Context: an optimization exercise on an open-source flow, tuned for a short achievable clock period and few clock cycles. The choices shown serve that exercise and are no tape-out recipe. Function was checked by simulation only, so behaviour that the tests miss may differ from the original. Power figures rest on the tool's default switching activity, not on a simulated workload.

## flow/design.v

```verilog
package cpu_pkg;
	typedef enum logic [6:0] {
		opc_op     = 7'b0110011,
		opc_op_imm = 7'b0010011,
		opc_lui    = 7'b0110111,
		opc_load   = 7'b0000011,
		opc_store  = 7'b0100011,
		opc_branch = 7'b1100011,
		opc_jal    = 7'b1101111
	} opcode_e;
	typedef struct packed {
		logic add;
		logic sub;
		logic and_;
		logic or_;
		logic xor_;
		logic slt;
		logic sll;
		logic srl;
		logic pass_b;
	} alu_sel_t;
	typedef struct packed {
		alu_sel_t alu;
		logic     reg_write;   
		logic     is_load;
		logic     is_store;
		logic     is_branch;
		logic     branch_ne;
		logic     is_jump;
		logic     use_rs1;
		logic     use_rs2;
		logic     b_imm;       
	} ctrl_t;
endpackage
module decoder (
	input  logic [31:0]          inst_i,
	output cpu_pkg::ctrl_t       ctrl_o,
	output logic [32-1:0] imm_o,      
	output logic [32-1:0] imm_b_o,
	output logic [32-1:0] imm_j_o
);
	logic [6:0] opcode;
	logic [2:0] funct3;
	logic [6:0] funct7;
	logic is_op, is_opi, is_lui, is_load, is_store, is_br, is_jal;
	logic arith_bad, arith;
	logic rd_nz;
	cpu_pkg::alu_sel_t arith_sel;
	assign opcode = inst_i[6:0];
	assign funct3 = inst_i[14:12];
	assign funct7 = inst_i[31:25];
	assign rd_nz = inst_i[11:7] != 5'd0;
	assign is_op    = opcode == cpu_pkg::opc_op;
	assign is_opi   = opcode == cpu_pkg::opc_op_imm;
	assign is_lui   = opcode == cpu_pkg::opc_lui;
	assign is_load  = opcode == cpu_pkg::opc_load && funct3 == 3'b010;
	assign is_store = opcode == cpu_pkg::opc_store && funct3 == 3'b010;
	assign is_br    = opcode == cpu_pkg::opc_branch && funct3[2:1] == 2'b00;
	assign is_jal   = opcode == cpu_pkg::opc_jal;
	assign arith_bad = (funct3 == 3'b011) ||
		(is_op ?
			!(funct7 == 7'b0 || (funct7 == 7'b0100000 && funct3 == 3'b000)) :
			((funct3 == 3'b001 || funct3 == 3'b101) && funct7 != 7'b0));
	assign arith = (is_op || is_opi) && !arith_bad;
	always_comb begin
		arith_sel = '0;
		case (funct3)
			3'b000: begin
				arith_sel.sub = is_op && funct7[5];
				arith_sel.add = !(is_op && funct7[5]);
			end
			3'b001: arith_sel.sll = 1'b1;
			3'b010: arith_sel.slt = 1'b1;
			3'b100: arith_sel.xor_ = 1'b1;
			3'b101: arith_sel.srl = 1'b1;
			3'b110: arith_sel.or_ = 1'b1;
			3'b111: arith_sel.and_ = 1'b1;
			default: ;
		endcase
	end
	assign imm_b_o = {{(32-12){inst_i[31]}}, inst_i[7], inst_i[30:25], inst_i[11:8], 1'b0};
	assign imm_j_o = {{(32-20){inst_i[31]}}, inst_i[19:12], inst_i[20], inst_i[30:21], 1'b0};
	always_comb begin
		if (is_lui)
			imm_o = {inst_i[31:12], 12'b0};
		else if (is_store)
			imm_o = {{(32-12){inst_i[31]}}, inst_i[31:25], inst_i[11:7]};
		else
			imm_o = {{(32-12){inst_i[31]}}, inst_i[31:20]};
	end
	always_comb begin
		ctrl_o = '0;
		if (arith)
			ctrl_o.alu = arith_sel;
		ctrl_o.alu.add = (arith && arith_sel.add) || is_load || is_store;
		ctrl_o.alu.pass_b = is_lui || is_jal;
		ctrl_o.reg_write = (arith || is_lui || is_load || is_jal) && rd_nz;
		ctrl_o.is_load = is_load;
		ctrl_o.is_store = is_store;
		ctrl_o.is_branch = is_br;
		ctrl_o.branch_ne = funct3[0];
		ctrl_o.is_jump = is_jal;
		ctrl_o.use_rs1 = arith || is_load || is_store || is_br;
		ctrl_o.use_rs2 = (arith && is_op) || is_store || is_br;
		ctrl_o.b_imm = (arith && is_opi) || is_lui || is_load || is_store || is_jal;
	end
endmodule
module gpr (
	input  logic                 clock_i,
	input  logic                 rst_i,
	input  logic                 we_i,       
	input  logic [4:0]           waddr_i,
	input  logic [32-1:0] wdata_i,
	input  logic [4:0]           raddr1_i,
	input  logic [4:0]           raddr2_i,
	output logic [32-1:0] rdata1_o,
	output logic [32-1:0] rdata2_o
);
	logic [32-1:0] regs [1:32-1];
	always_ff @(posedge clock_i) begin
		if (rst_i) begin
			for (int i = 1; i < 32; i++)
				regs[i] <= '0;
		end else if (we_i) begin
			regs[waddr_i] <= wdata_i;
		end
	end
	always_comb begin
		rdata1_o = '0;
		rdata2_o = '0;
		for (int i = 1; i < 32; i++) begin
			if (raddr1_i == 5'(i))
				rdata1_o = regs[i];
			if (raddr2_i == 5'(i))
				rdata2_o = regs[i];
		end
	end
endmodule
module alu (
	input  cpu_pkg::alu_sel_t    sel_i,
	input  logic [32-1:0] a_i,
	input  logic [32-1:0] b_i,
	input  logic [4:0]           shamt_i,    
	output logic [32-1:0] result_o,
	output logic                 eq_o
);
	logic [32-1:0] sum, dif, sll, srl;
	logic less;
	assign sum = a_i + b_i;
	assign dif = a_i - b_i;
	assign less = (a_i[32-1] ^ b_i[32-1]) ? a_i[32-1] : dif[32-1];
	assign sll = a_i << shamt_i;
	assign srl = a_i >> shamt_i;
	assign result_o =
		({32{sel_i.add}}    & sum) |
		({32{sel_i.sub}}    & dif) |
		({32{sel_i.and_}}   & (a_i & b_i)) |
		({32{sel_i.or_}}    & (a_i | b_i)) |
		({32{sel_i.xor_}}   & (a_i ^ b_i)) |
		({32{sel_i.slt}}    & {{(32-1){1'b0}}, less}) |
		({32{sel_i.sll}}    & sll) |
		({32{sel_i.srl}}    & srl) |
		({32{sel_i.pass_b}} & b_i);
	assign eq_o = a_i == b_i;
endmodule
module addr_gen #(
	parameter int N = 8,
	parameter int NB = 3,    
	parameter int TL = 2,    
	parameter int TH = 13
) (
	input  logic                 clock_i,
	input  logic                 rst_i,
	input  logic [32-1:0] fetch_pc_i,
	output logic                 hit_o,
	output logic                 taken_o,
	output logic [32-1:0] target_o,
	input  logic                 upd_i,
	input  logic [32-1:0] upd_pc_i,
	input  logic [32-1:0] upd_target_i,
	input  logic                 upd_taken_i,
	input  logic                 upd_alloc_i     
);
	logic [N-1:0] valid;
	logic [TH:TL] tag [N];
	logic [32-1:0] target [N];
	logic [N-1:0] taken;
	logic [NB-1:0] rr;
	logic [N-1:0] hit;
	logic u_valid, u_taken, u_alloc, uany;
	logic [TH:TL] u_tag;
	logic [32-1:0] u_target;
	logic [NB-1:0] uidx;
	always_comb begin
		hit_o = 1'b0;
		taken_o = 1'b0;
		target_o = '0;
		for (int i = 0; i < N; i++) begin
			hit[i] = valid[i] && tag[i] == fetch_pc_i[TH:TL];
			hit_o = hit_o | hit[i];
			taken_o = taken_o | (hit[i] & taken[i]);
			target_o = target_o | ({32{hit[i]}} & target[i]);
		end
	end
	always_ff @(posedge clock_i) begin
		if (rst_i)
			u_valid <= 1'b0;
		else
			u_valid <= upd_i;
		u_tag <= upd_pc_i[TH:TL];
		u_target <= upd_target_i;
		u_taken <= upd_taken_i;
		u_alloc <= upd_alloc_i;
	end
	always_comb begin
		uany = 1'b0;
		uidx = rr;
		for (int i = 0; i < N; i++) begin
			if (valid[i] && tag[i] == u_tag) begin
				uany = 1'b1;
				uidx = i[NB-1:0];
			end
		end
	end
	always_ff @(posedge clock_i) begin
		if (rst_i) begin
			valid <= '0;
			rr <= '0;
		end else if (u_valid && (uany || u_alloc)) begin
			valid[uidx] <= 1'b1;
			if (!uany)
				rr <= rr + 1'b1;
		end
	end
	always_ff @(posedge clock_i) begin
		if (u_valid && (uany || u_alloc)) begin
			tag[uidx] <= u_tag;
			target[uidx] <= u_target;
			taken[uidx] <= u_taken;
		end
	end
endmodule
module hazard (
	input  logic       valid_i,      
	input  logic [4:0] rs1_i,
	input  logic [4:0] rs2_i,
	input  logic       use_rs1_i,
	input  logic       use_rs2_i,
	input  logic       store_i,      
	input  logic [4:0] ex_rd_i,
	input  logic       ex_we_i,      
	input  logic       ex_is_load_i,
	input  logic [4:0] mem_rd_i,
	input  logic       mem_we_i,
	output logic       ex_hit1_o,    
	output logic       ex_hit2_o,
	output logic       mem_hit1_o,   
	output logic       mem_hit2_o,
	output logic       sd_late_o,    
	output logic       stall_o
);
	assign ex_hit1_o = ex_we_i && ex_rd_i == rs1_i;
	assign ex_hit2_o = ex_we_i && ex_rd_i == rs2_i;
	assign mem_hit1_o = mem_we_i && mem_rd_i == rs1_i;
	assign mem_hit2_o = mem_we_i && mem_rd_i == rs2_i;
	assign sd_late_o = ex_is_load_i && ex_hit2_o;
	assign stall_o = valid_i && ex_is_load_i &&
		((use_rs1_i && ex_hit1_o) || (use_rs2_i && !store_i && ex_hit2_o));
endmodule
module cpu (
	input  logic                 clock_i,
	input  logic                 rst_i,
	input  logic [31:0]          inst_i,
	input  logic [32-1:0] load_data_i,
	output logic [32-1:0] pc_o,
	output logic [32-1:0] address_o,
	output logic [32-1:0] store_data_o,
	output logic                 mem_load_o,
	output logic                 mem_store_o
);
	function automatic logic sum_eq(input logic [32-1:0] a,
			input logic [32-1:0] b, input logic [32-1:0] k);
		logic [32-1:0] need, give;
		need = a ^ b ^ k;
		give = {((a[32-2:0] ^ b[32-2:0]) & ~k[32-2:0]) |
			(a[32-2:0] & b[32-2:0]), 1'b0};
		sum_eq = need == give;
	endfunction
	logic [32-1:0] pc, pc4, npc;
	logic btb_hit, btb_taken;
	logic [32-1:0] btb_target;
	logic                 d_valid;
	logic [32-1:0] d_pc, d_pc4;
	logic [31:0]          d_inst;
	logic                 d_bhit, d_btaken;
	cpu_pkg::ctrl_t       id_ctrl;
	logic [32-1:0] id_imm, id_imm_b, id_imm_j, id_rdata1, id_rdata2;
	logic [32-1:0] id_tgt_b, id_tgt_j, id_next, id_op1, id_op2, id_opb, id_opb_early;
	logic [4:0]           id_shamt, id_shamt_early, e_shamt;
	logic [4:0]           id_rs1, id_rs2, id_rd;
	logic                 id_pred, id_heur, id_ok, id_redirect, stall;
	logic                 ex_hit1, ex_hit2, mem_hit1, mem_hit2, sd_late;
	cpu_pkg::ctrl_t       e_ctrl;
	logic [32-1:0] e_a, e_b, e_sd, e_alt, e_pc, e_tgt;
	logic [4:0]           e_rd;
	logic                 e_pred, e_sd_late;
	logic [32-1:0] alu_result;
	logic                 alu_eq, e_taken, e_mispredict;
	logic [32-1:0] m_result, m_sd, m_value;
	logic [4:0]           m_rd;
	logic                 m_we, m_load, m_store;
	addr_gen btb_i (
		.clock_i(clock_i),
		.rst_i(rst_i),
		.fetch_pc_i(pc),
		.hit_o(btb_hit),
		.taken_o(btb_taken),
		.target_o(btb_target),
		.upd_i(e_ctrl.is_branch || e_ctrl.is_jump),
		.upd_pc_i(e_pc),
		.upd_target_i(e_tgt),
		.upd_taken_i(e_ctrl.is_jump || e_taken),
		.upd_alloc_i(e_ctrl.is_jump || e_taken || e_mispredict)
	);
	assign pc4 = pc + 32'(4);
	always_comb begin
		if (e_mispredict)
			npc = e_alt;
		else if (id_redirect)
			npc = id_next;
		else if (stall)
			npc = pc;
		else if (btb_hit && btb_taken)
			npc = btb_target;
		else
			npc = pc4;
	end
	always_ff @(posedge clock_i) begin
		if (rst_i)
			pc <= 32'h0000_0000;
		else
			pc <= npc;
	end
	assign pc_o = pc;
	always_ff @(posedge clock_i) begin
		if (rst_i || e_mispredict)
			d_valid <= 1'b0;
		else if (!stall)
			d_valid <= !id_redirect;
	end
	always_ff @(posedge clock_i) begin
		if (!stall) begin
			d_pc <= pc;
			d_pc4 <= pc4;
			d_inst <= inst_i;
			d_bhit <= btb_hit;
			d_btaken <= btb_taken;
		end
	end
	assign id_rs1 = d_inst[19:15];
	assign id_rs2 = d_inst[24:20];
	assign id_rd = d_inst[11:7];
	decoder decoder_i (
		.inst_i(d_inst),
		.ctrl_o(id_ctrl),
		.imm_o(id_imm),
		.imm_b_o(id_imm_b),
		.imm_j_o(id_imm_j)
	);
	gpr gpr_i (
		.clock_i(clock_i),
		.rst_i(rst_i),
		.we_i(m_we),
		.waddr_i(m_rd),
		.wdata_i(m_value),
		.raddr1_i(id_rs1),
		.raddr2_i(id_rs2),
		.rdata1_o(id_rdata1),
		.rdata2_o(id_rdata2)
	);
	hazard hazard_i (
		.valid_i(d_valid),
		.rs1_i(id_rs1),
		.rs2_i(id_rs2),
		.use_rs1_i(id_ctrl.use_rs1),
		.use_rs2_i(id_ctrl.use_rs2),
		.store_i(id_ctrl.is_store),
		.ex_rd_i(e_rd),
		.ex_we_i(e_ctrl.reg_write),
		.ex_is_load_i(e_ctrl.is_load),
		.mem_rd_i(m_rd),
		.mem_we_i(m_we),
		.ex_hit1_o(ex_hit1),
		.ex_hit2_o(ex_hit2),
		.mem_hit1_o(mem_hit1),
		.mem_hit2_o(mem_hit2),
		.sd_late_o(sd_late),
		.stall_o(stall)
	);
	assign id_op1 = ex_hit1 ? alu_result : mem_hit1 ? m_value : id_rdata1;
	assign id_op2 = ex_hit2 ? alu_result : mem_hit2 ? m_value : id_rdata2;
	assign id_opb_early = id_ctrl.is_jump ? d_pc4 : id_ctrl.b_imm ? id_imm :
		mem_hit2 ? m_value : id_rdata2;
	assign id_opb = (ex_hit2 && !id_ctrl.b_imm) ? alu_result : id_opb_early;
	assign id_shamt_early = id_ctrl.b_imm ? id_imm[4:0] : mem_hit2 ? m_value[4:0] : id_rdata2[4:0];
	assign id_shamt = (ex_hit2 && !id_ctrl.b_imm) ? alu_result[4:0] : id_shamt_early;
	assign id_heur = (id_rs1 == id_rs2) ? !id_ctrl.branch_ne :
		(id_ctrl.branch_ne || d_inst[31]);
	assign id_pred = id_ctrl.is_jump ||
		(id_ctrl.is_branch && (d_bhit ? d_btaken : id_heur));
	assign id_tgt_b = d_pc + id_imm_b;
	assign id_tgt_j = d_pc + id_imm_j;
	assign id_next = !id_pred ? d_pc4 : id_ctrl.is_jump ? id_tgt_j : id_tgt_b;
	assign id_ok = !id_pred ? (d_pc4 == pc) :
		id_ctrl.is_jump ? sum_eq(d_pc, id_imm_j, pc) : sum_eq(d_pc, id_imm_b, pc);
	assign id_redirect = d_valid && !id_ok;
	always_ff @(posedge clock_i) begin
		if (rst_i || e_mispredict || stall || !d_valid)
			e_ctrl <= '0;  
		else
			e_ctrl <= id_ctrl;
	end
	always_ff @(posedge clock_i) begin
		e_a <= id_op1;
		e_b <= id_opb;
		e_shamt <= id_shamt;  
		e_sd <= id_op2;
		e_sd_late <= sd_late;
		e_rd <= id_rd;
		e_pred <= id_pred;
		e_alt <= id_pred ? d_pc4 : id_tgt_b;
		e_pc <= d_pc;
		e_tgt <= id_ctrl.is_jump ? id_tgt_j : id_tgt_b;
	end
	alu alu_i (
		.sel_i(e_ctrl.alu),
		.a_i(e_a),
		.b_i(e_b),
		.shamt_i(e_shamt),
		.result_o(alu_result),
		.eq_o(alu_eq)
	);
	assign e_taken = e_ctrl.is_branch && (alu_eq ^ e_ctrl.branch_ne);
	assign e_mispredict = e_ctrl.is_branch && (e_taken ^ e_pred);
	always_ff @(posedge clock_i) begin
		if (rst_i) begin
			m_we <= 1'b0;
			m_load <= 1'b0;
			m_store <= 1'b0;
		end else begin
			m_we <= e_ctrl.reg_write;
			m_load <= e_ctrl.is_load;
			m_store <= e_ctrl.is_store;
		end
	end
	always_ff @(posedge clock_i) begin
		m_result <= alu_result;
		m_sd <= e_sd_late ? load_data_i : e_sd;
		m_rd <= e_rd;
	end
	assign address_o = m_result;
	assign store_data_o = m_sd;
	assign mem_load_o = m_load;
	assign mem_store_o = m_store;
	assign m_value = m_load ? load_data_i : m_result;
endmodule
```

## flow/run.sh

```bash
#!/bin/bash
# synth_recipe.tcl (not shown) runs the flow's synth.tcl, then flattens the netlist and writes it again
# the make line also repeats each setting of config.mk as NAME=value (left out here)
make -C /OpenROAD-flow-scripts/flow DESIGN_CONFIG=/design/flow/config.mk WORK_HOME=/design/flow/orfs CLKGATE_MAP_FILE= SYNTH_SCRIPT=/design/flow/synth_recipe.tcl finish
```

## flow/constraint.sdc

```tcl
create_clock -name core_clock -period 10.0 [get_ports {clock_i}]
set_input_delay 2.0000 -clock core_clock [delete_from_list [all_inputs] [get_ports {clock_i}]]
set_output_delay 2.0000 -clock core_clock [all_outputs]
set_load 0.01 [all_outputs]
```

## flow/config.mk

```make
export PLATFORM = sky130hd
export DESIGN_NAME = cpu
export DESIGN_NICKNAME = cpu
export VERILOG_FILES = /design/flow/design.v
export SDC_FILE = /design/flow/constraint.sdc
export NUM_CORES = 4
export LEC_CHECK = 0
export CAP_MARGIN = 20
export CORE_MARGIN = 2
export CORE_UTILIZATION = 40
export SETUP_SLACK_MARGIN = 5
export SLEW_MARGIN = 20
```

==> impl_metrics.env <==
export IMPL_status="timing/DRC/antenna clean"
export IMPL_power_density_nw_per_um2=186
export IMPL_yosys_top_cells_area="edfxtp_1, dfxtp_1, nor2_1"
export IMPL_start_kind="flip-flop"
export IMPL_skew_ns=0.0834
export IMPL_drc=0
export IMPL_hpwl_um=308000
export IMPL_place_area_sq_um=99800
export IMPL_setup_viol=0
export IMPL_min_period_ns=5.30
export IMPL_ioPinCount=164
export IMPL_core_sq_um=235000
export IMPL_yosysTopAreaCellShare_pct=46.2
export IMPL_syn_area_sq_um=94100
export IMPL_grt_remaining_overflow=0
export IMPL_drtPass1Iterations=11
export IMPL_slew_headroom_pct=13.0
export IMPL_yosysTopAreaCell="edfxtp_1"
export IMPL_p_leak_nw=36.3
export IMPL_finalNetCount=9126
export IMPL_post_route_cell_area_sq_um=107000
export IMPL_vias_per_cell=6.71
export IMPL_r2r_start="d_inst[20]$_DFFE_PN_"
export IMPL_fmax_ghz=0.189
export IMPL_fp_row_count=178
export IMPL_cts_tree="built"
export IMPL_synthCells=8850
export IMPL_die_x_um=489
export IMPL_maxCapViolCount=0
export IMPL_root_buffer="clkbuf_16"
export IMPL_clock_sinks=1810
export IMPL_h_tree_depth=4
export IMPL_yosys_register_bits=1810
export IMPL_end_kind="flip-flop"
export IMPL_io_buffers=163
export IMPL_track_usage_pct=35.7
export IMPL_synth_flop_cell="edfxtp_1"
export IMPL_grt_pass1_vias=76400
export IMPL_rsz0062_at_grt="true"
export IMPL_chipHeight_um=489
export IMPL_worstSetupPathType="reg2reg"
export IMPL_yosys_warnings=4
export IMPL_wl_um=439000
export IMPL_worstMarginPinSlew_ns=1.29
export IMPL_hold_buffers=0
export IMPL_ys_async_sr_fraction_pct=0
export IMPL_fin_crit_sh_pct=53.0
export IMPL_cts_buffers=198
export IMPL_ys_top_cells_by_count="nor2_1, edfxtp_1, nand2_1"
export IMPL_die_area_sq_um=239000
export IMPL_ys_types=127
export IMPL_dr_first_iter_drc_count=14100
export IMPL_avgSynthCellArea_sq_um=10.6
export IMPL_peakVddDrop_v=0.000156
export IMPL_clock_latency_ns=0.93
export IMPL_grt_max_degree=91
export IMPL_synth_edf_count=1448
export IMPL_syn_nets=9108
export IMPL_grt_pass1_wl_um=608000
export IMPL_gp_congestion=1.06
export IMPL_clock_path_buffers=3
export IMPL_syn_to_final_growth_pct=13.8
export IMPL_hold_class="reg2reg"
export IMPL_synth_seq_area_share_pct=53.9
export IMPL_setup_slack_ns=4.70
export IMPL_dp_slack_ns=4.31
export IMPL_hold_viol_final=0
export IMPL_drive_above_1_share_pct=11.9
export IMPL_wl_per_cell_um=36.0
export IMPL_initial_core_util_pct=40.1
export IMPL_finalSetupTns_ns=0
export IMPL_drt_antenna_violating_nets=0
export IMPL_vias=82000
export IMPL_antenna_found_initial=39
export IMPL_synthMostInstantiatedCell="nor2_1"
export IMPL_worstSetupStartpoint="d_inst[20]$_DFFE_PN_"
export IMPL_clk_pin_slew_worst_paths_ns=0.07
export IMPL_cp_required_ns=10.75
export IMPL_drv_slew=0
export IMPL_arrival_ns=6.05
export IMPL_min_from="e_tgt[12]$_DFF_P_"
export IMPL_cp_max_fo=52
## routing by layer
metal / vias up / GRT usage (%) / part of all wire [%]
met2: 6807 / 53.7 / 43
met5: - / 0 / 0.045
met1: 40100 / 44.4 / 35
li1: 33300 / - / -
met4: 30 / 25.1 / 9.0
met3: 1806 / 10.0 / 13
## final timing paths
path                                     end  slack, ns  depth (start not counted)
setup / recovery              e_b[2]$_DFF_P_       4.70                         11
hold / removal    btb_i.u_target[12]$_DFF_P_       0.31                          0
setup reg to reg              e_b[2]$_DFF_P_       4.70                         11
hold reg to reg   btb_i.u_target[12]$_DFF_P_       0.31                          0
## final cells by class
class | count | area [sq um]
Clock inverter | 110 | 1360
Inverter | 189 | 709
Timing Repair Buffer | 514 | 4310
Clock buffer | 264 | 5470
Sequential cell | 1810 | 50800
Fill cell | 21500 | 127000
Multi-Input combinational cell | 6155 | 40500
Tap cell | 3150 | 3940
Antenna cell | 18 | 45.0
## what timing repair did
item	in CTS	in global routing
pin swaps	3	3
resized for setup	23	45
endpoints found under the setup margin	46	50
cloned	0	0
setup buffers	7	7
## worst max-delay path, stage by stage (launching register included)
cell and delay, ns:
edfxtp_1 0.44, buf_4 0.66, nor2b_1 0.83, a21oi_1 0.44
o22ai_1 0.25, o21ai_1 0.22, a211oi_1 0.59, nor4_1 0.20
nor4_1 0.32, o221ai_1 0.45, and2_1 0.35, o311a_1 0.35
## layout by cell type, fill, tap and decap left out, types with 49 or more instances in the layout
cell type / synthesis / final
dfxtp_1: 362 / 340
a22oi_1: 285 / 285
o22ai_1: 307 / 306
a22o_1: 80 / 80
clkbuf_16: 0 / 204
ha_1: 144 / 137
xnor2_1: 348 / 347
a21o_1: 60 / 60
a211oi_1: 86 / 82
edfxtp_1: 1448 / 1448
o211ai_1: 61 / 61
mux2_2: 87 / 87
nor4_1: 80 / 77
a31oi_1: 81 / 76
nand4_1: 104 / 104
nand2b_1: 72 / 49
nand3_1: 174 / 171
nor3_1: 150 / 147
mux2i_1: 150 / 118
buf_4: 32 / 347
o21ai_0: 385 / 381
inv_1: 184 / 184
nand2_1: 541 / 540
o221ai_1: 62 / 62
xor2_1: 73 / 73
a221oi_1: 163 / 160
nor2_1: 1480 / 1460
a21oi_1: 346 / 345
clkdlybuf4s50_1: 0 / 162
## where the power goes
group          internal [mW]  switching, mW  total, mW
registers               8.48          0.444       8.93
logic                   1.10           2.16       3.26
clock network           4.33           3.36       7.69
total                   13.9           5.96       19.9
## state kept, by name (all words and copies together), names as in the netlist, 12 cells and up
| name | flops |
|---|---|
| d_pc4 | 30 |
| d_inst | 32 |
| e_alt | 32 |
| e_tgt | 32 |
| e_a | 32 |
| gpr_i.regs | 992 |
| e_b | 32 |
| m_sd | 32 |
| btb_i.u_tag | 12 |
| e_sd | 32 |
| e_pc | 12 |
| btb_i.u_target | 32 |
| e_ctrl | 15 |
| btb_i.target | 256 |
| d_pc | 32 |
| btb_i.tag | 96 |
| m_result | 32 |
| pc | 32 |
## logic make-up (layout without fill, tap and decap cells)
group           count (synthesis)  count (layout)  synth area share (%)
simple gates                 2900            2900                  13.9
compound gates               2363            2363                  17.6
flops                        1810            1810                  53.9
buf+inv                       885            1077                  4.11
xor+xnor                      422             422                  3.94
mux                           278             278                  3.61
fa+ha+maj                     192             192                  2.94
other cells                     0              18                     0
## stage by stage
step                      instances  total power, mW  util (%)  hold WS (ns)
after detailed placement      11800             12.1      42.5         0.312
after floorplan                8850             10.7         -         0.310
after CTS                     12200             19.7      45.5         0.322
final                         12200             19.9      45.7         0.310
after global routing          12200             20.3      45.6         0.324
after global placement        11800             12.1      42.5         0.311
Testbench counts, summed over its fixed seeds: cycles 19,083.

[afterwards: timing with drivers on the ports]
No port has a modelled driver above. Below, the same layout with a new extraction and two added sets of constraints.
Step 1 assumes that a clkbuf_16 drives the clock port and a buf_2 every other input.
Step 2 moves the port delays by t, midway between the first and last clock arrival at a register: inputs arrive t later, outputs are due t later. That takes back most of the time a late clock gives input paths.
Three values: ideal, step 1, step 2; two values: the first two.
shift t [ns]: 0.985
setup WS [ns]: 4.698 / 4.698 / 4.698
clock arrival spread, ns: 0.084 / 0.084
worst data-port slew with drivers (ns): 0.14
cell pins on the clock port's net: 1
After both steps setup and hold are still met in this run. For this run, drivers alone change the setup slack by 0.000 ns; drivers and shift together by 0.000 ns.
